From an optimization exercise on the open Yosys and OpenROAD flow, aimed at small area and a short achievable clock period; shortcuts taken in it are not production practice. In this exercise RTL edits were held to simulation tests only and were not proved equivalent to the original. The clock port is modelled as an ideal driver; clocking choices that lean on that would not hold on a real chip. Power figures rest on the tool's default switching activity, not on a simulated workload.

## flow/design.v (module list and top-level ports; edited modules follow where they fit)
// module rf_wsel_all: 13 lines
// module rf_core: 12 lines
// module rd_oai: 25 lines
// module rd_port: 20 lines
// module rd_comb: 18 lines
// module operand_read: 136 lines
// module ks_node_n: 11 lines
// module ks_gnode_n: 8 lines
// module ks_node_p: 11 lines
// module ks_gnode_p: 8 lines
// module late_mux: 8 lines
// module late_lt: 10 lines
// module ks_carry: 1002 lines
// module alu_lane: 140 lines
// module write_back: 32 lines
// module kiwi_backend: 68 lines
module kiwi_backend (
	input  logic         clk,
	input  logic         rst_n_i,
	input  logic [75:0]  issue_i,
	output logic [149:0] retire_o
);
  // ...
==> flow/flow/run.sh <==
#!/bin/bash
# The standard layout (standard.sh) in two calls:
#  1. synthesis to clock tree synthesis, with the hook flow/pre_cts.tcl,
#     which upsizes the port buffers and the registers that drive the output
#     ports before CTS, and a timing repair after CTS that works on every
#     violating endpoint;
#  2. global route to the final layout, with up to 10 rounds of antenna
#     repair after detailed routing (ORFS stops at 5).
# Each call's full make output goes to its own log here; ORFS keeps each
# step's log under orfs/logs.
set -euo pipefail
bash standard.sh PRE_CTS_TCL="$PWD/flow/pre_cts.tcl" SETUP_SLACK_MARGIN=2.8 TNS_END_PERCENT=100 cts > "$PWD/flow_make_cts.log" 2>&1
bash standard.sh PRE_CTS_TCL="$PWD/flow/pre_cts.tcl" MAX_REPAIR_ANTENNAS_ITER_DRT=10 finish > "$PWD/flow_make_finish.log" 2>&1
==> flow/flow/pre_cts.tcl <==
# Upsize the buffers that buffer_ports put on the ports (it picks a slow delay
# buffer) and the registers that drive the output port buffers. Every port
# keeps its own buffer; the clock port has none and is left alone.
set own_db [ord::get_db]
set own_block [ord::get_db_block]
set own_buf [$own_db findMaster sky130_fd_sc_hd__buf_4]
set own_n 0
foreach bterm [$own_block getBTerms] {
  set net [$bterm getNet]
  if {$net == "NULL" || [$net getSigType] != "SIGNAL"} continue
  foreach it [$net getITerms] {
    set inst [$it getInst]
    set m [[$inst getMaster] getName]
    if {![string match "sky130_fd_sc_hd__clkdlybuf4s*" $m] && ![string match "sky130_fd_sc_hd__buf_*" $m]} continue
    $inst swapMaster $own_buf
    incr own_n
    if {[$bterm getIoType] != "OUTPUT"} continue
    # the register behind an output port buffer
    foreach it2 [$inst getITerms] {
      if {![$it2 isInputSignal]} continue
      set n2 [$it2 getNet]
      if {$n2 == "NULL"} continue
      foreach it3 [$n2 getITerms] {
        if {![$it3 isOutputSignal]} continue
        set d [$it3 getInst]
        set dm [[$d getMaster] getName]
        if {[regexp {^(sky130_fd_sc_hd__df[a-z]+)_[12]$} $dm -> base]} {
          $d swapMaster [$own_db findMaster ${base}_4]
          incr own_n
        }
      }
    }
  }
}
puts "pre_cts: resized $own_n port buffers and output registers"
==> flow/standard.sh <==
#!/bin/bash
# synth_recipe.tcl (not shown) runs the flow's synth.tcl, then flattens the netlist and writes it again
# the make line also repeats each setting of config.mk as NAME=value (left out here)
make -C /OpenROAD-flow-scripts/flow DESIGN_CONFIG=/design/flow/config.mk WORK_HOME=/design/flow/orfs CLKGATE_MAP_FILE= SYNTH_SCRIPT=/design/flow/synth_recipe.tcl "${@:-finish}"
==> flow/config.mk <==
export PLATFORM = sky130hd
export DESIGN_NAME = kiwi_backend
export DESIGN_NICKNAME = kiwi_backend
export VERILOG_FILES = /design/flow/design.v
export SDC_FILE = /design/flow/constraint.sdc
export NUM_CORES = 8
export LEC_CHECK = 0
export CAP_MARGIN = 30
export CELL_PAD_IN_SITES_DETAIL_PLACEMENT = 2
export CORE_MARGIN = 2
export CORE_UTILIZATION = 22
export PLACE_DENSITY = 0.32
export SETUP_SLACK_MARGIN = 2.5
export SLEW_MARGIN = 40
export SYNTH_HIERARCHICAL = 1
export TNS_END_PERCENT = 30
==> flow/constraint.sdc <==
create_clock -name core_clock -period 6.0 [get_ports {clk}]
set_input_delay 1.2000 -clock core_clock [delete_from_list [all_inputs] [get_ports {clk}]]
set_output_delay 1.2000 -clock core_clock [all_outputs]
set_load 0.01 [all_outputs]
==> qor.yml, run 1 <==
grt:
  antenna_found_initial: 281
  grtUsageMet2_pct: 52.2
  grt_pass1_vias: 205698
  busiest_layer: "met2"
cells_and_area:
  seq_share_pct: 28.3
  instances_no_fill: 30700
  largestClassByArea: "multi-input combinational cells"
  antenna_cells: 367
  final_common_cell: "o22ai_1"
  layout.area.seq_um2: 60100
  inverters_excl_clock: 246
  seq_cells: 2919
sta:
  setup_ws_ns: 2.08
  hold_slack_ns: 0.0175
  tns_ns: 0
worst_setup_path:
  critical_path_required_ns: 7.04
  r2r_start: "operand_read_i.sel_b_n_q[4]"
  cp-endpoint: "g_lane[0].alu_lane_i.p_q[9]"
pwr:
  peakVddDrop_mv: 0.311
  p_seq_share_pct: 36.5
  powerSeq_uw: 38300
  power_density_nw_per_um2: 494
clock_tree:
  clk_pin_slew_ns: 0.07
  cts_buffers: 394
run:
  maxCapViolations: 0
die:
  start_util_pct: 22.1
drt:
  top_layer: "met5"
outcome:
  status: "complete, no violations"
==> run 2, diff against run 1 <==
==> flow/run.sh (new file) <==
#!/bin/bash
# synth_recipe.tcl (not shown) runs the flow's synth.tcl, then flattens the netlist and writes it again
# the make line also repeats each setting of config.mk as NAME=value (left out here)
make -C /OpenROAD-flow-scripts/flow DESIGN_CONFIG=/design/flow/config.mk WORK_HOME=/design/flow/orfs CLKGATE_MAP_FILE= SYNTH_SCRIPT=/design/flow/synth_recipe.tcl finish
removed: flow/flow/run.sh
removed: flow/flow/pre_cts.tcl
removed: flow/standard.sh
==> run 2 against run 1 <==
Effect of this change: clock power rose by 3%; non-clock buffer count fell by 228; clock-buffer cell count fell by 28; still clean; total power fell by 0.51%; largest cell class unchanged; sequential power fell by 2%; sequential share of layout area rose by 0.41 points.
==> qor.yml, run 2 <==
yosys:
  synth_nets: 19755
  synthCells: 19529
  yosys_warnings: 15
  postSynthAreaPerCell_um2: 8.98
  syn_area_um2: 175000
sta:
  final.min_clock_period_ns: 3.91
  setup_ws_ns: 2.09  # +0.0173 ns
  skew_ns: 0.116
  finalHoldViolations: 0
  fmax_mhz: 256
  hold_slack_ns: 0.0230  # +0.00552 ns
  drv_slew: 0
  setup_viol: 0
  final.period_utilization_pct: 65.1
  timing.slew.headroom_pct: 17.5
  tns_ns: 0  # unchanged
  worst_slew_pin_slew_ns: 1.24
  rsz0062_at_grt: "yes"
run:
  maxCapViolations: 0  # unchanged
clock_tree:
  htree_levels: 5
  cts_hold_buffers: 0
  ctsLongestPathBuffers: 4
  insertion_delay_ns: 1.20
  cts_tree: "done"
  cts_buffers: 397  # +0.76%
  cts_root_buf: "clkbuf_16"
  cts.sinks: 2919
  clk_pin_slew_ns: 0.07  # about the same
cells_and_area:
  final_common_cell: "o22ai_1"
  layout.area.seq_um2: 59700  # -0.67%
  regMostFlops: "operand_read_i.core_i.q"
  reg.largest.list: "operand_read_i.core_i.q (1984), write_back_i.retire_q (148)"
  n_fill_cell: 88792
  multi_input_area_um2: 100000
  finalNetCount: 19483
  area_growth_syn_to_layout_pct: 18.6
  layout-drive-gt1-share_pct: 24.7
  final_cell_mix: "5806 x o22ai_1, 2574 x dfxtp_1, 1907 x a21oi_1"
  largest_register_ffs: 1984
drt:
  drcViolationCount: 0
  antenna_left: 0
  routedWlPerCell_um: 56.5
  drtPass1Iterations: 10
  drt-initial-drc-count: 40937
  finalWirelength_um: 1710000
  avgViaCountPerCell: 7.21
  via_count: 218627
die:
  start_util_pct: 22.1  # unchanged
  top_level_ports: 228
  die_width_um: 897
  num_rows: 327
  dieArea_um2: 804000
  core-area_um2: 794000
  die_h_um: 897
worst_setup_path:
  end_kind: "flop"
  worst_r2r_path_depth: 8
  path_max_fanout: 32
  start_kind: "flop"
  arrival_ns: 4.94
  r2r_slack_ns: 2.09
  critPathSlowestCell: "nor4_1"
  timing.rr.end: "g_lane[0].alu_lane_i.p_q[48]"
  crit_start: "operand_read_i.sel_b_n_q[22]"
  cp.buffers_inverters: 2
  crit_family: "simple AND/OR/NAND/NOR gates"
  worstPathCellList: "buf_4 -> buf_12 -> o22ai_1 -> nor4_1 -> nand4_1 -> nor4_2 -> xnor2_1 -> ha_1"
  cp_num_cells: 8
  cpPeakStageDelay_ns: 0.85
  criticalPathCategory: "reg2reg"
  r2r_start: "operand_read_i.sel_b_n_q[22]"
  critical_path_required_ns: 7.03  # about the same
  cp-endpoint: "g_lane[0].alu_lane_i.p_q[48]"
grt:
  grt_use_total_pct: 40.2
  grt_pass1_wl_um: 2150000
  antenna_found_initial: 220  # -22%
  grt_pass1_vias: 202259  # -1.7%
  grt_max_degree: 67
  overflow: 0
place:
  gp_congestion: 1.02
  io_buffer_count: 227
  pre_cts_ws_ns: 1.26
  hpwl_um: 1150000
worst_hold_path:
  holdCritPathClass: "in2async"
pwr:
  peakVddDrop_mv: 0.276  # -11%
  power_density_nw_per_um2: 502  # +1.6%
  leakage_uw: 0.0714
outcome:
  status: "complete, no violations"
## run 2: timing repair
action                                  CTS  global route
resized for setup                       277           166
buffers inserted                        295            71
cloned                                    6             5
pin swaps                                42            39
endpoints found under the setup margin  593           374
## run 2: per-layer routing
metal	part of all wire [%]	up-vias	GRT usage [%]	wire, um
met5	0.15	-	1.28	2580
met4	11	109	33.8	180000
met3	15	6992	20.3	251000
met2	37	21614	52.3	636000
met1	38	112304	48.2	643000
li1	-	77608	-	-
## run 2: report_power, final
group	total, uW	leakage [uW]	internal, uW	switching, uW
registers	37700	0.0250	25500	12100
logic	40100	0.0396	12900	27200
clock network	26700	0.00678	15300	11400
total	104000	0.0714	53700	50800
## run 2: layout make-up
type,instances,share of cell area (%)
clock inverters,191,1.29
flip-flops and latches,2919,28.7
repair buffers,1742,9.20
repair inverters,2,0.00843
inverters,244,0.498
clock buffers,540,5.40
multi-input cells,13951,48.3
well taps,10528,6.34
diodes,221,0.266
## run 2: how the worst min path moves through the flow
| stage | from | end | depth (start not counted) |
|---|---|---|---|
| finish | rst_n_i | iss_valid[0] | 1 |
| global route | rst_n_i | g_lane[1].alu_lane_i.valid_q | 1 |
| CTS | rst_n_i | iss_valid[1] | 1 |
| detailed placement | g_lane[0].alu_lane_i.sid_q[3] | write_back_i.retire_q[73] | 0 |
| global placement | iss_q[71] | g_lane[1].alu_lane_i.sid_q[1] | 0 |
| floorplan | iss_q[1] | g_lane[0].alu_lane_i.rd_q[0] | 0 |
## run 2: per-stage QoR
stage          util, %  area [um2]  total power, uW  cells
2_1_floorplan        -      175000            52800  19529
4_1_cts           25.8      205000           101000  30026
6_report          26.2      208000           104000  30338
3_3_place_gp      23.0      183000            73200  28879
5_1_grt           26.1      207000           106000  30148
3_5_place_dp      23.5      186000            74300  28994
==> module rd_comb, before the edit <==
module rd_comb #(
	parameter int NG = 17
) (
	input  logic [64*NG-1:0] part,
	input  logic             flip,
	output logic [63:0]      y
);
	always_comb begin
		for (int i = 0; i < 64; i++) begin
			logic any;
			any = 1'b0;
			for (int g = 0; g < NG; g++) begin
				any = any | part[64*g + i];
			end
			y[i] = any ^ flip;
		end
	end
endmodule
==> run 3, diff against run 2 <==
--- a/flow/design.v
+++ b/flow/design.v
@@ -83,6 +83,31 @@
 	);
 	rd_comb #(.NG(NG)) comb_i (.part(part), .flip(flip), .y(y));
 endmodule
+module cmb_nor2 (
+	input  logic [63:0] a,
+	input  logic [63:0] b,
+	output logic [63:0] y
+);
+	assign y = ~(a | b);
+endmodule
+module cmb_nand4 (
+	input  logic [63:0] a,
+	input  logic [63:0] b,
+	input  logic [63:0] c,
+	input  logic [63:0] d,
+	output logic [63:0] y
+);
+	assign y = ~(a & b & c & d);
+endmodule
+module cmb_fin (
+	input  logic [63:0] a,
+	input  logic [63:0] b,
+	input  logic [63:0] c,
+	input  logic        flip,
+	output logic [63:0] y
+);
+	assign y = (a | b | c) ^ {64{flip}};
+endmodule
 module rd_comb #(
 	parameter int NG = 17
 ) (
@@ -90,16 +115,21 @@
 	input  logic             flip,
 	output logic [63:0]      y
 );
-	always_comb begin
-		for (int i = 0; i < 64; i++) begin
-			logic any;
-			any = 1'b0;
-			for (int g = 0; g < NG; g++) begin
-				any = any | part[64*g + i];
-			end
-			y[i] = any ^ flip;
+	logic [64*8-1:0] n1;
+	logic [64*2-1:0] o2;
+	genvar g;
+	generate
+		for (g = 0; g < 8; g++) begin : g_l1
+			cmb_nor2 nor_i (.a(part[64*(2*g) +: 64]), .b(part[64*(2*g + 1) +: 64]),
+				.y(n1[64*g +: 64]));
+		end
+		for (g = 0; g < 2; g++) begin : g_l2
+			cmb_nand4 nand_i (.a(n1[64*(4*g) +: 64]), .b(n1[64*(4*g + 1) +: 64]),
+				.c(n1[64*(4*g + 2) +: 64]), .d(n1[64*(4*g + 3) +: 64]),
+				.y(o2[64*g +: 64]));
 		end
-	end
+	endgenerate
+	cmb_fin fin_i (.a(o2[63:0]), .b(o2[127:64]), .c(part[64*16 +: 64]), .flip(flip), .y(y));
 endmodule
 module operand_read (
 	input  logic         clk,
==> run 3 against run 2 <==
Effect of this change: synthesized area rose by 1.1%; sequential share of layout area rose by 0.84 points; non-clock buffer count fell by 271; still clean.
==> qor.yml, run 3 <==
drt:
  routedWlPerCell_um: 48.9  # -13%
  drtPass1Iterations: 10  # unchanged
  finalWirelength_um: 1530000  # -11%
  avgViaCountPerCell: 6.67  # -7.5%
  drt-initial-drc-count: 33887  # -17%
  drcViolationCount: 0  # unchanged
  antenna_left: 0  # unchanged
  via_count: 208065  # -4.8%
outcome:
  status: "complete, no violations"
sta:
  timing.slew.headroom_pct: 26.7  # +9.2 points
  worst_slew_pin_slew_ns: 1.10  # -0.141 ns
  final.min_clock_period_ns: 3.90  # -0.00278 ns
  setup_viol: 0  # unchanged
  finalHoldViolations: 0  # unchanged
  drv_slew: 0  # unchanged
  setup_ws_ns: 2.10  # +0.00278 ns
  fmax_mhz: 256  # about the same
  skew_ns: 0.0897  # -0.0260 ns
  final.period_utilization_pct: 65.0  # about the same
  rsz0062_at_grt: "yes"
  tns_ns: 0  # unchanged
worst_setup_path:
  worst_r2r_path_depth: 7  # -1
  path_max_fanout: 25  # -22%
  crit_start: "operand_read_i.sel_b_n_q[56]"
  start_kind: "flop"
  r2r_slack_ns: 2.10  # about the same
  worstPathCellList: "buf_4 -> o22ai_1 -> nor2_1 -> nand4_1 -> nor3_1 -> xnor2_1 -> ha_1"
  end_kind: "flop"
  criticalPathCategory: "reg2reg"
  critPathSlowestCell: "nor3_1"
  cp.buffers_inverters: 1  # -1
  timing.rr.end: "g_lane[1].alu_lane_i.p_q[22]"
  critical_path_required_ns: 6.97  # -0.06 ns
  cpPeakStageDelay_ns: 0.89  # +0.04 ns
  arrival_ns: 4.88  # -0.06 ns
  crit_family: "simple AND/OR/NAND/NOR gates"
  r2r_start: "operand_read_i.sel_b_n_q[56]"
die:
  dieArea_um2: 813000  # +1.1%
  top_level_ports: 228  # unchanged
  core-area_um2: 803000  # +1.1%
  start_util_pct: 22.1  # about the same
  num_rows: 329  # +0.61%
  die_width_um: 901  # +0.53%
  die_h_um: 901  # +0.53%
pwr:
  p_int_uw: 51900  # -3.2%
  power_density_nw_per_um2: 495  # -1.5%
  swShare_pct: 47.9  # -0.70 points
  leakage_uw: 0.0691  # -3.1%
  clkPwrFrac_pct: 25.1  # -0.5 points
  combPwrFrac_pct: 37.7  # -0.7 points
  p_switching_uw: 47800  # -5.9%
  p_seq_share_pct: 37.2  # +1.1 points
  peakVddDrop_mv: 0.253  # -8.4%
grt:
  grt_use_total_pct: 35.4  # -4.8 points
  grt_max_degree: 65  # -3.0%
  antenna_found_initial: 100  # -55%
  grt_pass1_vias: 198674  # -1.8%
  grt_pass1_wl_um: 1960000  # -8.9%
  overflow: 0  # unchanged
clock_tree:
  cts_hold_buffers: 0  # unchanged
  cts_buffers: 383  # -3.5%
  cts_tree: "done"
  htree_levels: 5  # unchanged
  cts_root_buf: "clkbuf_16"
  cts.sinks: 2919  # unchanged
  clk_pin_slew_ns: 0.06  # about the same
  insertion_delay_ns: 1.13  # -0.07 ns
  ctsLongestPathBuffers: 4  # unchanged
yosys:
  synthCells: 20809  # +6.6%
  yosys_warnings: 14  # -1
  syn_area_um2: 177000  # +1.1%
  synth_nets: 21035  # +6.5%
  postSynthAreaPerCell_um2: 8.52  # -5.2%
cells_and_area:
  layout-drive-gt1-share_pct: 19.9  # -4.8 points
  stdcell_area_um2: 202000  # -3.0%
  instances_no_fill: 31198  # +2.8%
  finalNetCount: 20476  # +5.1%
  largest_register_ffs: 1984  # unchanged
  area_growth_syn_to_layout_pct: 13.8
  reg.largest.list: "operand_read_i.core_i.q (1984), write_back_i.retire_q (148)"
  final_cell_mix: "5806 x o22ai_1, 2609 x dfxtp_1, 2515 x nor2_1"
  n_fill_cell: 91208  # +2.7%
  final_common_cell: "o22ai_1"
  finish.utilization_pct: 25.1  # -1.1 points
  regMostFlops: "operand_read_i.core_i.q"
place:
  dpl_cell_area_um2: 185000  # -0.64%
  hpwl_um: 1050000  # -8.5%
  dp.cells: 30238  # +4.3%
  pre_cts_ws_ns: 1.15  # -0.114 ns
  io_buffer_count: 227  # unchanged
  gp_congestion: 0.983  # -3.9%
run:
  maxCapViolations: 0  # unchanged
worst_hold_path:
  holdCritPathClass: "in2async"
[run 3: final cells by class]
type	instances	area, um2	area share (%)
diodes	68	170	0.0844
clock buffers	526	10900	5.39
clock inverters	147	2030	1.00
inverters	244	968	0.480
multi-input cells	15231	99600	49.4
flip-flops and latches	2919	59600	29.5
well taps	10592	13300	6.57
repair buffers	1471	15200	7.52
[run 3: worst max-delay path by stage]
stage	endpoint	cells past startpoint
floorplan	operand_read_i.flip_b_q[0]	11
global placement	operand_read_i.flip_b_q[1]	10
detailed placement	operand_read_i.flip_b_q[1]	10
CTS	retire_o[33]	1
global route	retire_o[84]	1
finish	g_lane[1].alu_lane_i.p_q[22]	7
[run 3: power groups by stage]
| stage | combinational [uW] | sequential, uW | clock (uW) |
|---|---|---|---|
| floorplan | 21000 | 31800 | 0 |
| global placement | 34900 | 36800 | 0 |
| detailed placement | 35600 | 36900 | 0 |
| CTS | 36100 | 36600 | 25200 |
| global route | 38300 | 37600 | 25900 |
| finish | 37600 | 37200 | 25000 |
[run 3: repair_timing]
item	CTS	global route
buffers inserted	156	42
gates resized for setup	122	55
cloned	0	2
setup endpoints to repair	472	239
pin swaps	44	10
[run 3: stage by stage]
step	hold slack [ns]	total power, uW
global route	0.220	102000
global placement	0.310	71700
floorplan	0.310	52800
finish	0.178	99800
detailed placement	0.313	72600
CTS	0.150	97900
[run 3: metal layers]
metal  wire [um]  part of all wire, %  global-route usage (%)
met1      620000                   41                    46.8
met2      571000                   37                    46.4
met3      178000                   12                    10.8
met4      156000                   10                    29.5
met5         370                0.024                       0
==> run 4, diff against run 3 <==
--- a/flow/config.mk
+++ b/flow/config.mk
@@ -8,8 +8,8 @@
 export CAP_MARGIN = 30
 export CELL_PAD_IN_SITES_DETAIL_PLACEMENT = 2
 export CORE_MARGIN = 2
-export CORE_UTILIZATION = 22
-export PLACE_DENSITY = 0.32
+export CORE_UTILIZATION = 25
+export PLACE_DENSITY = 0.36
 export SETUP_SLACK_MARGIN = 2.5
 export SLEW_MARGIN = 40
 export SYNTH_HIERARCHICAL = 1
==> run 4 against run 3 <==
Effect of this change: highest routed layer unchanged; synthesized area did not move; routed wire length fell by 4.6%; global-route usage rose by 2.8 points; clock power rose by 2%; non-clock buffer count fell by 73; critical path depth rose by 1; still clean on timing, DRC and antenna; sequential cell count did not move; via count rose by 0.39%; largest power group unchanged; cell count fell by 4.3%; clock skew fell by 0.0043 ns; sequential power fell by 1%.
==> qor.yml, run 4 <==
die:
  dieArea_um2: 716000  # -12%
  num_rows: 309  # -6.1%
  die_width_um: 846  # -6.2%
  start_util_pct: 25.1  # +3.0 points
  die_h_um: 846  # -6.2%
  top_level_ports: 228  # unchanged
  core-area_um2: 707000  # -12%
sta:
  setup_viol: 0  # unchanged
  hold_slack_ns: 0.221  # +0.0427 ns
  tns_ns: 0  # unchanged
  final.period_utilization_pct: 64.5  # -0.53 points
  rsz0062_at_grt: "yes"
  fmax_mhz: 258  # +0.82%
  finalHoldViolations: 0  # unchanged
  skew_ns: 0.0854  # -0.00428 ns
  timing.slew.headroom_pct: 25.8  # -0.93 points
  worst_slew_pin_slew_ns: 1.11  # +0.0139 ns
  final.min_clock_period_ns: 3.87  # -0.0316 ns
  drv_slew: 0  # unchanged
grt:
  grt_max_degree: 65  # unchanged
  grt_pass1_wl_um: 1880000  # -4.2%
  antenna_found_initial: 75  # -25%
  overflow: 0  # unchanged
  grt_use_total_pct: 38.2  # +2.8 points
  grt_pass1_vias: 197971  # -0.35%
place:
  gp_congestion: 1.02  # +3.4%
  dpl_cell_area_um2: 182000  # -1.4%
  hpwl_um: 1010000  # -4.2%
  io_buffer_count: 227  # unchanged
cells_and_area:
  regMostFlops: "operand_read_i.core_i.q"
  area_growth_syn_to_layout_pct: 12.6
  reg.largest.list: "operand_read_i.core_i.q (1984), write_back_i.retire_q (148)"
  stdcell_area_um2: 200000  # -1.1%
  final_common_cell: "o22ai_1"
  finalNetCount: 20399  # -0.38%
  largest_register_ffs: 1984  # unchanged
  layout-drive-gt1-share_pct: 19.6  # -0.26 points
  final_cell_mix: "5806 x o22ai_1, 2622 x dfxtp_1, 2511 x nor2_1"
yosys:
  syn_area_um2: 177000  # unchanged
  synthCells: 20809  # unchanged
  postSynthAreaPerCell_um2: 8.52  # unchanged
  yosys_warnings: 14  # unchanged
  synth_nets: 21035  # unchanged
outcome:
  status: "complete, no violations"
clock_tree:
  clk_pin_slew_ns: 0.06  # about the same
  cts_root_buf: "clkbuf_16"
  ctsLongestPathBuffers: 4  # unchanged
  cts_buffers: 379  # -1.0%
  cts_hold_buffers: 0  # unchanged
  cts_tree: "done"
  htree_levels: 5  # unchanged
  cts.sinks: 2919  # unchanged
  insertion_delay_ns: 1.13  # about the same
drt:
  via_count: 208886  # +0.39%
  drcViolationCount: 0  # unchanged
  routedWlPerCell_um: 48.7  # -0.34%
  drt-initial-drc-count: 36467  # +7.6%
  avgViaCountPerCell: 7.00  # +4.9%
  finalWirelength_um: 1450000  # -4.6%
  antenna_left: 0  # unchanged
  drtPass1Iterations: 9  # -1
worst_setup_path:
  start_kind: "flop"
  end_kind: "flop"
  criticalPathCategory: "reg2reg"
  arrival_ns: 4.84  # -0.04 ns
  critical_path_required_ns: 6.97  # about the same
  path_max_fanout: 23  # -8.0%
pwr:
  peakVddDrop_mv: 0.247  # -2.3%
  p_int_uw: 52400  # +0.91%
  leakage_uw: 0.0688  # -0.44%
  swShare_pct: 47.4  # -0.50 points
  power_density_nw_per_um2: 500  # +1.0%
  clkPwrFrac_pct: 25.6  # +0.5 points
  combPwrFrac_pct: 37.5  # -0.2 points
  p_switching_uw: 47300  # -1.1%
  p_seq_share_pct: 36.9  # -0.3 points
worst_hold_path:
  holdCritPathClass: "in2async"
run:
  maxCapViolations: 0  # unchanged
[run 4: cell types whose count changed in the layout (fill, tap and decap cells not counted), moves of 10 or more]
cell	previous run	this run
buf_4	928	896
diode_2	68	44
clkbuf_1	73	51
dfxtp_1	2609	2622
clkinv_2	72	61
buf_12	255	245
clkbuf_8	65	94
buf_6	41	21
[run 4: per-stage QoR]
| stage | setup WS (ns) | utilization (%) | total power, uW | instances |
|---|---|---|---|---|
| floorplan | 2.35 | - | 52800 | 20809 |
| global placement | 1.16 | 25.6 | 70600 | 28855 |
| detailed placement | 1.37 | 25.8 | 71600 | 28902 |
| CTS | 2.29 | 28.0 | 97300 | 29698 |
| global route | 2.39 | 28.2 | 102000 | 29813 |
| finish | 2.13 | 28.2 | 99700 | 29853 |
[run 4: power groups by stage]
| stage | Sequential (uW) | Combinational, uW | Clock (uW) |
|---|---|---|---|
| finish | 36800 | 37300 | 25500 |
| global route | 37300 | 37900 | 26400 |
| CTS | 36200 | 35400 | 25600 |
| detailed placement | 36600 | 35000 | 0 |
| global placement | 36400 | 34300 | 0 |
| floorplan | 31800 | 21000 | 0 |
[run 4: final timing paths]
check / start / end / slack (ns) / depth (start not counted)
setup reg to reg: operand_read_i.sel_b_n_q[5] / g_lane[0].alu_lane_i.p_q[61] / 2.13 / 8
setup / recovery: operand_read_i.sel_b_n_q[5] / g_lane[0].alu_lane_i.p_q[61] / 2.13 / 8
min in group core_clock: iss_q[39] / g_lane[1].alu_lane_i.rd_q[1] / 0.28 / 0
hold reg to reg: iss_q[39] / g_lane[1].alu_lane_i.rd_q[1] / 0.28 / 0
max in group asynchronous: rst_n_i / write_back_i.retire_valid_q[1] / 5.28 / 2
hold / removal: rst_n_i / operand_read_i.written_q[4] / 0.22 / 2
[run 4: cell type report]
| cell class | count | area, um2 |
|---|---|---|
| Multi-Input combinational cell | 15231 | 99600 |
| Fill cell | 79787 | 508000 |
| Tap cell | 9330 | 11700 |
| Clock buffer | 534 | 11200 |
| Clock inverter | 153 | 2130 |
| Antenna cell | 44 | 110 |
| Timing Repair Buffer | 1398 | 14300 |
| Sequential cell | 2919 | 59600 |
| Inverter | 244 | 965 |
[run 4: repair_timing]
item	in CTS	in global routing
setup buffers	109	84
gates cloned	0	1
pin swaps	20	29
gates resized for setup	99	54
setup endpoints to repair	451	287
[run 4: layer usage]
layer,track usage [%],part of all wire (%),up-vias
li1,-,-,79197
met1,49.8,40,107891
met2,49.7,37,17513
met3,13.5,13,4259
met4,31.8,10,26
met5,0.119,0.016,-
[run 4: worst max-delay path, cell delays in order, from the launching register on]
cell,delay (ns)
dfxtp_4,0.68
buf_12,0.37
buf_4,0.28
o22ai_1,0.09
nor2_1,0.15
nand4_1,0.77
nor3_2,0.70
xnor2_1,0.30
ha_1,0.32
==> run 5, diff against run 4 <==
--- a/flow/config.mk
+++ b/flow/config.mk
@@ -9,6 +9,8 @@
 export CELL_PAD_IN_SITES_DETAIL_PLACEMENT = 2
 export CORE_MARGIN = 2
 export CORE_UTILIZATION = 25
+export CTS_CLUSTER_DIAMETER = 100
+export CTS_CLUSTER_SIZE = 16
 export PLACE_DENSITY = 0.36
 export SETUP_SLACK_MARGIN = 2.5
 export SLEW_MARGIN = 40
==> run 5 against run 4 <==
Effect of this change: clock-buffer cell count down 261; setup slack better by 0.016 ns; sequential share of layout area up 1.0 points; via count shrank 1.1%; non-clock buffer count shrank 7; cell area decreased by 3.3%; critical path type unchanged; sequential power is essentially flat; critical endpoint is now g_lane[1].alu_lane_i.p_q[63]; critical path depth down 1.
==> qor.yml, run 5 <==
worst_hold_path:
  holdCritPathClass: "in2async"
sta:
  final.period_utilization_pct: 64.2  # -0.27 points
  final.min_clock_period_ns: 3.85  # -0.0164 ns
  timing.slew.headroom_pct: 28.0  # +2.2 points
  hold_slack_ns: 0.244  # +0.0231 ns
  setup_viol: 0  # unchanged
  worst_slew_pin_slew_ns: 1.08  # -0.0297 ns
  setup_ws_ns: 2.15  # +0.0164 ns
  skew_ns: 0.114  # +0.0290 ns
  drv_slew: 0  # unchanged
  fmax_mhz: 259  # +0.42%
  rsz0062_at_grt: "yes"
  tns_ns: 0  # unchanged
  finalHoldViolations: 0  # unchanged
worst_setup_path:
  criticalPathCategory: "reg2reg"
  cpPeakStageDelay_ns: 1.01  # +0.24 ns
  path_max_fanout: 22  # -4.3%
  critical_path_required_ns: 6.97  # about the same
  end_kind: "flop"
  worstPathCellList: "buf_4 -> o22ai_1 -> nor2_1 -> nand4_1 -> nor3_2 -> xnor2_1 -> ha_1"
  start_kind: "flop"
  arrival_ns: 4.83  # about the same
  critPathSlowestCell: "nor3_2"
drt:
  routedWlPerCell_um: 49.0  # +0.53%
  avgViaCountPerCell: 7.00  # about the same
  finalWirelength_um: 1450000  # -0.60%
  drtPass1Iterations: 9  # unchanged
  via_count: 206531  # -1.1%
  antenna_left: 0  # unchanged
  drcViolationCount: 0  # unchanged
  drt-initial-drc-count: 35468  # -2.7%
clock_tree:
  cts_buffers: 226  # -40%
  ctsLongestPathBuffers: 4  # unchanged
  insertion_delay_ns: 1.12  # about the same
  cts.sinks: 2919  # unchanged
  clk_pin_slew_ns: 0.08  # +0.02 ns
  cts_root_buf: "clkbuf_16"
  cts_tree: "done"
  cts_hold_buffers: 0  # unchanged
  htree_levels: 4  # -1
die:
  top_level_ports: 228  # unchanged
  dieArea_um2: 716000  # unchanged
  num_rows: 309  # unchanged
  die_width_um: 846  # unchanged
  start_util_pct: 25.1  # unchanged
  core-area_um2: 707000  # unchanged
  die_h_um: 846  # unchanged
cells_and_area:
  final_common_cell: "o22ai_1"
  largest_register_ffs: 1984  # unchanged
  stdcell_area_um2: 193000  # -3.3%
  finalNetCount: 20239  # -0.78%
  layout-drive-gt1-share_pct: 18.2  # -1.4 points
  area_growth_syn_to_layout_pct: 8.90
  layout.area.seq_um2: 59600  # about the same
  regMostFlops: "operand_read_i.core_i.q"
  final_cell_mix: "5806 x o22ai_1, 2625 x dfxtp_1, 2510 x nor2_1"
  reg.largest.list: "operand_read_i.core_i.q (1984), write_back_i.retire_q (148)"
  multi_input_area_um2: 99600  # about the same
  n_fill_cell: 80213  # +0.53%
pwr:
  finalPower_uw: 90700  # -9.1%
  leakage_uw: 0.0655  # -4.8%
  power_density_nw_per_um2: 470  # -6.0%
  peakVddDrop_mv: 0.305  # +24%
place:
  io_buffer_count: 227  # unchanged
  pre_cts_ws_ns: 1.37  # unchanged
  dpl_cell_area_um2: 182000  # unchanged
  gp_congestion: 1.02  # unchanged
  hpwl_um: 1010000  # unchanged
grt:
  antenna_found_initial: 86  # +15%
  overflow: 0  # unchanged
  grt_pass1_vias: 195920  # -1.0%
  grt_pass1_wl_um: 1870000  # -0.64%
  grt_use_total_pct: 38.0  # -0.22 points
  grt_max_degree: 65  # unchanged
yosys:
  synthCells: 20809  # unchanged
  postSynthAreaPerCell_um2: 8.52  # unchanged
  synth_nets: 21035  # unchanged
  syn_area_um2: 177000  # unchanged
  yosys_warnings: 14  # unchanged
run:
  maxCapViolations: 0  # unchanged
outcome:
  status: "complete, no violations"
run 5: layout make-up:
class | instances | area share, %
Antenna cell | 74 | 0.0960
Tap cell | 9330 | 6.05
Inverter | 244 | 0.501
Timing Repair Buffer | 1391 | 7.35
Clock inverter | 55 | 0.435
Multi-Input combinational cell | 15231 | 51.6
Clock buffer | 273 | 3.09
Sequential cell | 2919 | 30.9
run 5: worst max-delay path: cells and delay by family (launching register included):
family / cells / cell delay [ns]
AO/OA/AOI/OAI: 1 / 0.09
flip-flops: 1 / 0.88
buffers and inverters: 1 / 0.35
AND/OR/NAND/NOR: 3 / 1.81
adder cells (fa/ha/maj): 1 / 0.32
XOR/XNOR: 1 / 0.22
run 5: layer usage:
layer	global-route usage, %	wire length, um	vias up
met2	49.3	537000	17101
li1	-	-	78659
met4	31.8	146000	42
met1	49.4	572000	106745
met3	13.6	191000	3984
met5	0.198	488	-
run 5: path summary, 6_finish.rpt:
kind	end	from	cells after the start	slack, ns
min reg2reg	g_lane[1].alu_lane_i.rd_q[1]	iss_q[39]	0	0.33
min in group core_clock	g_lane[1].alu_lane_i.rd_q[1]	iss_q[39]	0	0.33
max in group asynchronous	g_lane[0].alu_lane_i.valid_q	rst_n_i	2	5.25
max reg2reg	g_lane[1].alu_lane_i.p_q[63]	operand_read_i.sel_wb_n_q[2]	7	2.15
min	operand_read_i.written_q[7]	rst_n_i	2	0.24
max	g_lane[1].alu_lane_i.p_q[63]	operand_read_i.sel_wb_n_q[2]	7	2.15
run 5: stage by stage:
stage,util [%],cells
after global routing,27.3,29447
after CTS,27.0,29335
after detailed placement,25.8,28902
final,27.3,29517
after floorplan,-,20809
after global placement,25.6,28855
run 5: report_power, final:
group	switching, uW	leakage [uW]	internal [uW]
combinational	25100	0.0372	12200
clock	9100	0.00331	7530
sequential	11300	0.0250	25400
run 5: timing repair:
item | CTS | global route
gates cloned | 0 | 1
buffers inserted | 105 | 77
pin swaps | 18 | 26
endpoints found under the setup margin | 440 | 274
gates resized for setup | 96 | 51
==> run 6, diff against run 5 <==
--- a/flow/config.mk
+++ b/flow/config.mk
@@ -5,7 +5,7 @@
 export SDC_FILE = /design/flow/constraint.sdc
 export NUM_CORES = 8
 export LEC_CHECK = 0
-export CAP_MARGIN = 30
+export CAP_MARGIN = 20
 export CELL_PAD_IN_SITES_DETAIL_PLACEMENT = 2
 export CORE_MARGIN = 2
 export CORE_UTILIZATION = 25
@@ -13,6 +13,6 @@
 export CTS_CLUSTER_SIZE = 16
 export PLACE_DENSITY = 0.36
 export SETUP_SLACK_MARGIN = 2.5
-export SLEW_MARGIN = 40
+export SLEW_MARGIN = 30
 export SYNTH_HIERARCHICAL = 1
 export TNS_END_PERCENT = 30
==> run 6 against run 5 <==
Effect of this change: clock skew is 0.036 ns higher; total power is 0.33% lower; synthesized cell count stayed put; die area stayed put; global-route usage is 0.24 points higher; worst hold slack worse by 0.13 ns; cell count hardly changed; combinational power hardly changed; critical endpoint is now g_lane[1].alu_lane_i.p_q[27]; largest power group unchanged.
==> qor.yml, run 6 <==
grt:
  overflow: 0  # unchanged
  grt_use_total_pct: 38.2  # +0.24 points
  grt_max_degree: 65  # unchanged
  grt_pass1_vias: 196595  # +0.34%
  grt_pass1_wl_um: 1880000  # +0.51%
  antenna_found_initial: 95  # +10%
cells_and_area:
  n_fill_cell: 80230  # +0.021%
  stdcell_area_um2: 193000  # about the same
  instances_no_fill: 29526  # +0.030%
  area_growth_syn_to_layout_pct: 8.85  # about the same
  layout-drive-gt1-share_pct: 18.2  # -0.066 points
  regMostFlops: "operand_read_i.core_i.q"
  multi_input_area_um2: 99500  # about the same
  final_common_cell: "o22ai_1"
  largest_register_ffs: 1984  # unchanged
  layout.area.seq_um2: 59500  # about the same
  reg.largest.list: "operand_read_i.core_i.q (1984), write_back_i.retire_q (148)"
  finalNetCount: 20257  # +0.089%
  final_cell_mix: "5806 x o22ai_1, 2624 x dfxtp_1, 2518 x nor2_1"
worst_setup_path:
  critical_path_required_ns: 6.99  # +0.02 ns
  r2r_start: "operand_read_i.sel_a_n_q[48]"
  worst_r2r_path_depth: 7  # unchanged
  start_kind: "flop"
  criticalPathCategory: "reg2reg"
  path_max_fanout: 17  # -23%
  critPathSlowestCell: "nor3_1"
  end_kind: "flop"
  r2r_slack_ns: 2.13  # about the same
  timing.rr.end: "g_lane[1].alu_lane_i.p_q[27]"
  worstPathCellList: "buf_4 -> o22ai_1 -> nor2_1 -> nand4_1 -> nor3_1 -> xnor2_1 -> ha_1"
  arrival_ns: 4.85  # +0.02 ns
  cpPeakStageDelay_ns: 1.05  # +0.04 ns
  cp.buffers_inverters: 1  # unchanged
  crit_family: "simple AND/OR/NAND/NOR gates"
drt:
  drtPass1Iterations: 9  # unchanged
  drcViolationCount: 0  # unchanged
  via_count: 207470  # +0.45%
  finalWirelength_um: 1460000  # +0.78%
  antenna_left: 0  # unchanged
  routedWlPerCell_um: 49.4  # +0.75%
  drt-initial-drc-count: 34995  # -1.3%
  avgViaCountPerCell: 7.03  # +0.42%
pwr:
  combPwrFrac_pct: 41.3  # +0.2 points
  p_seq_share_pct: 40.7  # +0.2 points
  finalPower_uw: 90400  # -0.33%
  clkPwrFrac_pct: 18.0  # -0.3 points
  peakVddDrop_mv: 0.268  # -12%
  p_switching_uw: 45500  # about the same
  swShare_pct: 50.4  # +0.16 points
  p_int_uw: 44800  # -0.66%
  power_density_nw_per_um2: 469  # -0.29%
  leakage_uw: 0.0655  # about the same
place:
  dpl_cell_area_um2: 182000  # -0.48%
  dp.cells: 28871  # -0.11%
  gp_congestion: 1.02  # unchanged
  pre_cts_ws_ns: 1.20  # -0.168 ns
  hpwl_um: 1000000  # -0.51%
  io_buffer_count: 227  # unchanged
yosys:
  synthCells: 20809  # unchanged
  yosys_warnings: 14  # unchanged
  syn_area_um2: 177000  # unchanged
  postSynthAreaPerCell_um2: 8.52  # unchanged
  synth_nets: 21035  # unchanged
sta:
  setup_ws_ns: 2.13  # -0.0137 ns
  drv_slew: 0  # unchanged
  rsz0062_at_grt: "yes"
  final.min_clock_period_ns: 3.87  # +0.0137 ns
  skew_ns: 0.150  # +0.0359 ns
  timing.slew.headroom_pct: 15.0  # -13 points
  tns_ns: 0  # unchanged
  worst_slew_pin_slew_ns: 1.27  # +0.191 ns
  setup_viol: 0  # unchanged
  fmax_mhz: 258  # -0.35%
  finalHoldViolations: 0  # unchanged
  final.period_utilization_pct: 64.5  # +0.23 points
die:
  core-area_um2: 707000  # unchanged
  num_rows: 309  # unchanged
  die_width_um: 846  # unchanged
  die_h_um: 846  # unchanged
  start_util_pct: 25.1  # unchanged
  top_level_ports: 228  # unchanged
  dieArea_um2: 716000  # unchanged
clock_tree:
  cts_hold_buffers: 0  # unchanged
  cts_buffers: 225  # -0.44%
  insertion_delay_ns: 1.21  # +0.09 ns
  cts_root_buf: "clkbuf_16"
  cts_tree: "done"
  ctsLongestPathBuffers: 4  # unchanged
  cts.sinks: 2919  # unchanged
  htree_levels: 4  # unchanged
  clk_pin_slew_ns: 0.09  # about the same
worst_hold_path:
  holdCritPathClass: "in2async"
run:
  maxCapViolations: 0  # unchanged
outcome:
  status: "complete, no violations"
run 6: stage by stage:
stage / utilization (%) / hold slack (ns)
floorplan: - / 0.310
global placement: 25.6 / 0.310
detailed placement: 25.7 / 0.313
CTS: 27.0 / 0.170
global route: 27.3 / 0.178
finish: 27.3 / 0.116
run 6: worst max-delay path by stage:
stage | startpoint | end | cells after the start
final | operand_read_i.sel_a_n_q[48] | g_lane[1].alu_lane_i.p_q[27] | 7
after global routing | write_back_i.retire_q[35] | retire_o[35] | 1
after CTS | operand_read_i.sel_a_n_q[61] | g_lane[1].alu_lane_i.p_q[55] | 8
after detailed placement | issue_i[57] | operand_read_i.flip_b_q[1] | 10
after global placement | issue_i[57] | operand_read_i.flip_b_q[1] | 10
after floorplan | issue_i[19] | operand_read_i.flip_b_q[0] | 11
run 6: cell type report:
type                    instances  share of cell area (%)
multi-input cells           15231                    51.6
diodes                         70                  0.0908
inverters                     244                   0.497
repair buffers               1410                    7.44
well taps                    9330                    6.05
flip-flops and latches       2919                    30.9
clock buffers                 275                    3.09
clock inverters                47                   0.347
run 6: what timing repair did:
| item | in CTS | in global routing |
|---|---|---|
| gates cloned | 0 | 2 |
| endpoints found under the setup margin | 492 | 289 |
| setup buffers | 175 | 72 |
| gates resized for setup | 142 | 84 |
| pin swaps | 32 | 25 |
run 6: power by group through the flow:
stage	Clock (uW)	Sequential, uW	Combinational (uW)
floorplan	0	31800	21000
global placement	0	36400	34300
detailed placement	0	36600	34900
CTS	16300	36200	35500
global route	17000	37200	37900
finish	16200	36800	37300
run 6: per-layer routing:
layer	GRT usage, %	vias up	routed length [um]
met4	32.3	52	149000
met5	0.112	-	424
met3	14.2	4046	193000
met1	49.5	107523	576000
met2	49.4	17119	539000
li1	-	78730	-
==> run 7, diff against run 6 <==
==> flow/config.mk (replaced) <==
export PLATFORM = sky130hd
export DESIGN_NAME = kiwi_backend
export DESIGN_NICKNAME = kiwi_backend
export VERILOG_FILES = /design/flow/design.v
export SDC_FILE = /design/flow/constraint.sdc
export NUM_CORES = 8
export LEC_CHECK = 0
export CAP_MARGIN = 30
export CELL_PAD_IN_SITES_DETAIL_PLACEMENT = 2
export CORE_MARGIN = 2
export CORE_UTILIZATION = 25
export CTS_CLUSTER_DIAMETER = 120
export CTS_CLUSTER_SIZE = 20
export PLACE_DENSITY = 0.36
export SETUP_SLACK_MARGIN = 2.5
export SLEW_MARGIN = 40
export SYNTH_HIERARCHICAL = 1
export TNS_END_PERCENT = 30
==> run 7 against run 6 <==
Effect of this change: still clean; synthesized area unchanged; total power decreased by 1.6%; first-iteration DRC count increased by 2.3%; cell count decreased by 0.12%; global-route usage decreased by 0.10 points; critical path type unchanged; largest cell class unchanged; largest power group unchanged.
==> qor.yml, run 7 <==
place:
  io_buffer_count: 227  # unchanged
  dp.cells: 28902  # +0.11%
  gp_congestion: 1.02  # unchanged
  hpwl_um: 1010000  # +0.51%
sta:
  skew_ns: 0.0895  # -0.0607 ns
  hold_slack_ns: 0.269  # +0.153 ns
  final.period_utilization_pct: 62.7  # -1.8 points
  fmax_mhz: 266  # +2.8%
  finalHoldViolations: 0  # unchanged
  tns_ns: 0  # unchanged
  rsz0062_at_grt: "yes"
  final.min_clock_period_ns: 3.76  # -0.106 ns
  drv_slew: 0  # unchanged
  timing.slew.headroom_pct: 27.3  # +12 points
  setup_viol: 0  # unchanged
  worst_slew_pin_slew_ns: 1.09  # -0.184 ns
clock_tree:
  cts_hold_buffers: 0  # unchanged
  insertion_delay_ns: 1.08  # -0.13 ns
  cts_tree: "done"
  htree_levels: 4  # unchanged
  cts.sinks: 2919  # unchanged
  clk_pin_slew_ns: 0.09  # about the same
  ctsLongestPathBuffers: 4  # unchanged
  cts_root_buf: "clkbuf_16"
  cts_buffers: 186  # -17%
grt:
  grt_pass1_wl_um: 1880000  # -0.22%
  grt_pass1_vias: 195242  # -0.69%
  grt_use_total_pct: 38.1  # -0.10 points
  grt_max_degree: 65  # unchanged
  antenna_found_initial: 77  # -19%
  overflow: 0  # unchanged
cells_and_area:
  regMostFlops: "operand_read_i.core_i.q"
  n_fill_cell: 80289  # +0.074%
  largest_register_ffs: 1984  # unchanged
  final_common_cell: "o22ai_1"
  finalNetCount: 20229  # -0.14%
  final_cell_mix: "5806 x o22ai_1, 2626 x dfxtp_1, 2510 x nor2_1"
  reg.largest.list: "operand_read_i.core_i.q (1984), write_back_i.retire_q (148)"
  instances_no_fill: 29491  # -0.12%
  area_growth_syn_to_layout_pct: 8.35
  layout.area.seq_um2: 59500  # about the same
  multi_input_area_um2: 99600  # about the same
  layout-drive-gt1-share_pct: 18.2  # about the same
run:
  maxCapViolations: 0  # unchanged
yosys:
  yosys_warnings: 14  # unchanged
  synthCells: 20809  # unchanged
  postSynthAreaPerCell_um2: 8.52  # unchanged
  syn_area_um2: 177000  # unchanged
  synth_nets: 21035  # unchanged
worst_setup_path:
  path_max_fanout: 23  # +6
  critical_path_required_ns: 6.90  # -0.09 ns
  arrival_ns: 4.66  # -0.19 ns
  criticalPathCategory: "reg2reg"
  end_kind: "flop"
  start_kind: "flop"
pwr:
  leakage_uw: 0.0651  # -0.57%
  power_density_nw_per_um2: 463  # -1.1%
  peakVddDrop_mv: 0.257  # -4.2%
drt:
  drtPass1Iterations: 8  # -1
  finalWirelength_um: 1450000  # -0.62%
  drcViolationCount: 0  # unchanged
  via_count: 206753  # -0.35%
  routedWlPerCell_um: 49.1  # -0.50%
  avgViaCountPerCell: 7.01  # -0.23%
  antenna_left: 0  # unchanged
  drt-initial-drc-count: 35794  # +2.3%
die:
  top_level_ports: 228  # unchanged
  die_h_um: 846  # unchanged
  core-area_um2: 707000  # unchanged
  num_rows: 309  # unchanged
  die_width_um: 846  # unchanged
  start_util_pct: 25.1  # unchanged
  dieArea_um2: 716000  # unchanged
worst_hold_path:
  holdCritPathClass: "in2async"
outcome:
  status: "complete, no violations"
## run 7: worst paths after layout
kind,from,depth (start not counted),slack (ns),to
min in group core_clock,iss_q[42],0,0.33,g_lane[1].alu_lane_i.rd_q[4]
max in group asynchronous,rst_n_i,2,5.24,g_lane[0].alu_lane_i.valid_q
setup / recovery,operand_read_i.sel_b_n_q[7],8,2.24,g_lane[0].alu_lane_i.p_q[27]
setup reg to reg,operand_read_i.sel_b_n_q[7],8,2.24,g_lane[0].alu_lane_i.p_q[27]
hold reg to reg,iss_q[42],0,0.33,g_lane[1].alu_lane_i.rd_q[4]
hold / removal,rst_n_i,2,0.27,operand_read_i.written_q[7]
## run 7: final cells by class
cell class / instances / area share [%]
antenna: 74 / 0.0964
sequential: 2919 / 31.0
inverter: 244 / 0.502
clock buffer: 224 / 2.59
tap: 9330 / 6.08
clock inverter: 48 / 0.345
multi-input combinational: 15230 / 51.9
timing repair buffer: 1422 / 7.51
## run 7: power by group
part | switching (uW) | internal, uW
clock | 8700 | 6200
combinational | 25100 | 12200
sequential | 11300 | 25400
## run 7: worst max-delay path: stages (launching register included)
cell and delay (ns):
dfxtp_4 0.67, buf_12 0.37, buf_4 0.34, o22ai_1 0.12, nor2_1 0.11, nand4_1 0.50, nor3_1 0.94, xnor2_1 0.20
ha_1 0.24
## run 7: repair_timing
item | CTS | global route
resized for setup | 88 | 61
setup endpoints to repair | 454 | 254
hold endpoints to repair | 0 | 0
setup buffers | 127 | 76
pin swaps | 20 | 20
## run 7: metal layers
| layer | GRT usage, % | vias up | wire length, um |
|---|---|---|---|
| li1 | - | 78645 | - |
| met3 | 13.1 | 3770 | 185000 |
| met4 | 30.8 | 36 | 143000 |
| met1 | 50.2 | 107274 | 579000 |
| met5 | 0.0793 | - | 475 |
| met2 | 49.7 | 17028 | 541000 |
## run 7: stage by stage
step	area, um2	util (%)	total power, uW	setup slack [ns]
after global placement	181000	25.6	70600	1.16
after global routing	192000	27.1	90900	2.37
after CTS	190000	26.9	86600	2.22
after detailed placement	182000	25.8	71600	1.37
final	192000	27.2	89000	2.24
after floorplan	177000	-	52800	2.35
==> run 8, diff against run 7 <==
==> flow/flow/run.sh (new file) <==
#!/bin/bash
# The standard layout (standard.sh), with two changes: the hook
# flow/pre_cts.tcl upsizes the port buffers and the registers that drive
# the output ports before clock tree synthesis, so that the timing repairs
# after CTS and global routing are not held up by the output paths; and up
# to 10 rounds of antenna repair after detailed routing (ORFS stops at 5).
# The full make output goes to flow_make.log here; ORFS keeps each step's
# log under orfs/logs.
set -euo pipefail
bash standard.sh PRE_CTS_TCL="$PWD/flow/pre_cts.tcl" MAX_REPAIR_ANTENNAS_ITER_DRT=10 finish > "$PWD/flow_make.log" 2>&1
==> flow/flow/pre_cts.tcl (new file) <==
# Upsize the buffers that buffer_ports put on the ports (it picks a slow delay
# buffer) and the registers that drive the output port buffers. Every port
# keeps its own buffer; the clock port has none and is left alone.
set own_db [ord::get_db]
set own_block [ord::get_db_block]
set own_buf [$own_db findMaster sky130_fd_sc_hd__buf_4]
set own_n 0
foreach bterm [$own_block getBTerms] {
  set net [$bterm getNet]
  if {$net == "NULL" || [$net getSigType] != "SIGNAL"} continue
  foreach it [$net getITerms] {
    set inst [$it getInst]
    set m [[$inst getMaster] getName]
    if {![string match "sky130_fd_sc_hd__clkdlybuf4s*" $m] && ![string match "sky130_fd_sc_hd__buf_*" $m]} continue
    $inst swapMaster $own_buf
    incr own_n
    if {[$bterm getIoType] != "OUTPUT"} continue
    # the register behind an output port buffer
    foreach it2 [$inst getITerms] {
      if {![$it2 isInputSignal]} continue
      set n2 [$it2 getNet]
      if {$n2 == "NULL"} continue
      foreach it3 [$n2 getITerms] {
        if {![$it3 isOutputSignal]} continue
        set d [$it3 getInst]
        set dm [[$d getMaster] getName]
        if {[regexp {^(sky130_fd_sc_hd__df[a-z]+)_[12]$} $dm -> base]} {
          $d swapMaster [$own_db findMaster ${base}_4]
          incr own_n
        }
      }
    }
  }
}
puts "pre_cts: resized $own_n port buffers and output registers"
==> flow/standard.sh (new file) <==
#!/bin/bash
# synth_recipe.tcl (not shown) runs the flow's synth.tcl, then flattens the netlist and writes it again
# the make line also repeats each setting of config.mk as NAME=value (left out here)
make -C /OpenROAD-flow-scripts/flow DESIGN_CONFIG=/design/flow/config.mk WORK_HOME=/design/flow/orfs CLKGATE_MAP_FILE= SYNTH_SCRIPT=/design/flow/synth_recipe.tcl "${@:-finish}"
--- a/flow/config.mk
+++ b/flow/config.mk
@@ -8,10 +8,8 @@
 export CAP_MARGIN = 30
 export CELL_PAD_IN_SITES_DETAIL_PLACEMENT = 2
 export CORE_MARGIN = 2
-export CORE_UTILIZATION = 25
-export CTS_CLUSTER_DIAMETER = 120
-export CTS_CLUSTER_SIZE = 20
-export PLACE_DENSITY = 0.36
+export CORE_UTILIZATION = 22
+export PLACE_DENSITY = 0.32
 export SETUP_SLACK_MARGIN = 2.5
 export SLEW_MARGIN = 40
 export SYNTH_HIERARCHICAL = 1
removed: flow/run.sh
==> run 8 against run 7 <==
Effect of this change: critical path type unchanged; combinational power about the same; non-clock buffer count is 54 higher; die area grew 14%; clock skew is 0.0010 ns lower; still clean on timing, DRC and antenna; total power is 12% higher; sequential share of layout area is 1.2 points lower; setup slack lost 0.16 ns.
==> qor.yml, run 8 <==
worst_hold_path:
  hp-start: "issue_i[74]"
  holdCritPathClass: "in2reg"
  whs_endpoint: "iss_q[73]"
  whs_path_depth: 1
drt:
  avgViaCountPerCell: 6.68  # -4.7%
  finalWirelength_um: 1530000  # +5.4%
  drt-initial-drc-count: 34301  # -4.2%
  via_count: 208487  # +0.84%
  drcViolationCount: 0  # unchanged
  antenna_left: 0  # unchanged
  routedWlPerCell_um: 48.9  # -0.39%
  drtPass1Iterations: 9  # +1
sta:
  final.min_clock_period_ns: 3.93  # +0.164 ns
  tns_ns: 0  # unchanged
  final.period_utilization_pct: 65.4  # +2.7 points
  finalHoldViolations: 0  # unchanged
  setup_viol: 0  # unchanged
  drv_slew: 0  # unchanged
  fmax_mhz: 255  # -4.2%
  skew_ns: 0.0885  # -0.00104 ns
  worst_slew_pin_slew_ns: 1.10  # +0.0170 ns
  setup_ws_ns: 2.07  # -0.164 ns
  timing.slew.headroom_pct: 26.2  # -1.1 points
  rsz0062_at_grt: "yes"
clock_tree:
  cts_tree: "done"
  cts_hold_buffers: 0  # unchanged
  clk_pin_slew_ns: 0.06  # -0.03 ns
  insertion_delay_ns: 1.13  # +0.05 ns
  cts.sinks: 2919  # unchanged
  cts_buffers: 383  # +110%
worst_setup_path:
  crit_family: "simple AND/OR/NAND/NOR gates"
  r2r_slack_ns: 2.07  # -0.16 ns
  worstPathCellList: "buf_4 -> o22ai_1 -> nor2_1 -> nand4_1 -> nor3_4 -> xnor2_1 -> ha_1"
  cpPeakStageDelay_ns: 0.97  # +0.03 ns
  start_kind: "flop"
  cp.buffers_inverters: 1  # -1
  worst_r2r_path_depth: 7  # -1
  critical_path_required_ns: 6.98  # +0.08 ns
  critPathSlowestCell: "nor3_4"
  r2r_start: "operand_read_i.sel_b_n_q[51]"
  timing.rr.end: "g_lane[1].alu_lane_i.p_q[57]"
  arrival_ns: 4.90  # +0.24 ns
  end_kind: "flop"
  criticalPathCategory: "reg2reg"
  path_max_fanout: 14  # -39%
place:
  dp.cells: 30238  # +4.6%
  pre_cts_ws_ns: 1.15  # -0.224 ns
  gp_congestion: 0.983  # -3.3%
  io_buffer_count: 227  # unchanged
  hpwl_um: 1050000  # +4.4%
cells_and_area:
  n_fill_cell: 91228  # +14%
  finish.utilization_pct: 25.1  # -2.0 points
  final_cell_mix: "5806 x o22ai_1, 2515 x nor2_1, 2498 x dfxtp_1"
  reg.largest.list: "operand_read_i.core_i.q (1984), write_back_i.retire_q (148)"
  multi_input_area_um2: 99600  # about the same
  layout.area.seq_um2: 60100  # +0.87%
  largest_register_ffs: 1984  # unchanged
  finalNetCount: 20480  # +1.2%
  layout-drive-gt1-share_pct: 21.5  # +3.3 points
  final_common_cell: "o22ai_1"
  area_growth_syn_to_layout_pct: 13.8
  regMostFlops: "operand_read_i.core_i.q"
  instances_no_fill: 31212  # +5.8%
yosys:
  synth_nets: 21035  # unchanged
  syn_area_um2: 177000  # unchanged
  synthCells: 20809  # unchanged
  yosys_warnings: 14  # unchanged
  postSynthAreaPerCell_um2: 8.52  # unchanged
grt:
  antenna_found_initial: 102  # +32%
  grt_pass1_vias: 199011  # +1.9%
  grt_pass1_wl_um: 1960000  # +4.8%
  grt_use_total_pct: 35.4  # -2.7 points
  grt_max_degree: 65  # unchanged
  overflow: 0  # unchanged
die:
  num_rows: 329  # +6.5%
  die_h_um: 901  # +6.6%
  top_level_ports: 228  # unchanged
  start_util_pct: 22.1  # -3.0 points
  core-area_um2: 803000  # +14%
  die_width_um: 901  # +6.6%
  dieArea_um2: 813000  # +14%
pwr:
  leakage_uw: 0.0695  # +6.7%
  peakVddDrop_mv: 0.257  # +0.22%
  finalPower_uw: 99600  # +12%
  power_density_nw_per_um2: 494  # +6.6%
run:
  maxCapViolations: 0  # unchanged
outcome:
  status: "complete, no violations"
run 8: cell types whose count changed in the layout (fill, tap and decap cells not counted), moves of 11 or more:
| cell | delta |
|---|---|
| buf_4 | +240 |
| clkdlybuf4s50_1 | -222 |
| clkbuf_16 | +205 |
| dfxtp_4 | +140 |
| dfxtp_1 | -128 |
| clkinv_2 | +64 |
| clkbuf_1 | +56 |
| clkbuf_8 | +53 |
| buf_12 | +26 |
| bufinv_16 | +25 |
| nor3_1 | -13 |
| nor3_2 | +13 |
| dfxtp_2 | -12 |
| buf_6 | +11 |
run 8: area by class of cell:
class                      count  area share [%]
timing repair buffer        1476            7.28
clock buffer                 536            5.45
antenna                       68          0.0844
sequential                  2919            29.8
clock inverter               147           0.913
tap                        10592            6.57
inverter                     244           0.475
multi-input combinational  15230            49.4
run 8: metrics by stage:
step                area (um2)  hold slack (ns)
floorplan               177000            0.310
global placement        183000            0.310
detailed placement      185000            0.313
CTS                     200000            0.114
global route            201000            0.173
finish                  202000            0.175
run 8: report_power, final:
part / switching, uW / leakage (uW) / internal (uW) / total, uW
sequential: 11600 / 0.0251 / 25700 / 37300
clock: 10800 / 0.00628 / 14000 / 24800
combinational: 25400 / 0.0381 / 12100 / 37500
total: 47800 / 0.0695 / 51800 / 99600
run 8: per-layer routing:
metal	up-vias	part of all wire (%)	global-route usage [%]
li1	79397	-	-
met3	3977	12	10.8
met4	28	10	29.4
met2	16253	37	46.5
met5	-	0.013	0
met1	108832	41	46.7
run 8: timing repair:
item,4_1_cts,5_1_grt
gates resized for setup,76,45
cloned,0,1
setup endpoints to repair,390,191
pin swaps,43,9
setup buffers,152,50
hold endpoints to repair,0,0
run 8: how the worst max path moves through the flow:
stage | from | end | slack, ns | cells after the start
after floorplan | issue_i[19] | operand_read_i.flip_b_q[0] | 2.35 | 11
after global placement | issue_i[57] | operand_read_i.flip_b_q[1] | 1.06 | 10
after detailed placement | issue_i[57] | operand_read_i.flip_b_q[1] | 1.15 | 10
after CTS | write_back_i.retire_q[53] | g_lane[1].alu_lane_i.p_q[53] | 2.29 | 8
after global routing | operand_read_i.sel_a_n_q[7] | g_lane[0].alu_lane_i.sh_q[34] | 2.40 | 9
final | operand_read_i.sel_b_n_q[51] | g_lane[1].alu_lane_i.p_q[57] | 2.07 | 7

==> what the ideal ports hide <==
In the flow no input, the clock included, has a driving cell. The finished layouts below were timed again as built, in two steps. Step 1 sets driving cells, clkbuf_16 on the clock port and buf_2 on the other inputs (assumed; they add their load-dependent delay and slew). Step 2, shift: input delay + t, output delay - t, t = (earliest + latest rising clock arrival at the registers) / 2. This alone moves slack from input paths to output paths. a / b / c = ideal ports / drivers / drivers and shift; a / b = the first two.
| run | t, ns | setup WS [ns] | hold WS [ns] | clock arrival spread, ns | worst register clock-pin slew, ns |
|---|---|---|---|---|---|
| run 1 | 1.303 | 2.077 / 2.077 / 2.048 | 0.017 / -0.116 / 0.319 | 0.127 / 0.127 | 0.08 / 0.08 |
| run 2 | 1.300 | 2.094 / 2.094 / 1.546 | 0.023 / -0.109 / 0.305 | 0.118 / 0.118 | 0.07 / 0.07 |
| run 3 | 1.237 | 2.097 / 2.097 / 1.535 | 0.178 / 0.052 / 0.322 | 0.095 / 0.094 | 0.08 / 0.08 |
| run 4 | 1.233 | 2.129 / 2.129 / 1.432 | 0.221 / 0.105 / 0.284 | 0.104 / 0.104 | 0.07 / 0.07 |
| run 5 | 1.200 | 2.145 / 2.145 / 1.583 | 0.244 / 0.133 / 0.326 | 0.119 / 0.119 | 0.09 / 0.09 |
| run 6 | 1.246 | 2.131 / 2.131 / 1.573 | 0.116 / 0.031 / 0.309 | 0.153 / 0.154 | 0.10 / 0.10 |
| run 7 | 1.177 | 2.238 / 2.191 / 1.565 | 0.269 / 0.151 / 0.325 | 0.092 / 0.091 | 0.11 / 0.11 |
| run 8 | 1.236 | 2.074 / 2.074 / 1.747 | 0.175 / 0.049 / 0.319 | 0.089 / 0.089 | 0.08 / 0.08 |
After both steps every run listed still meets setup and hold. The setup slack of run 4, which loses most, moves by 0.000 ns with the drivers and by -0.697 ns with both steps.
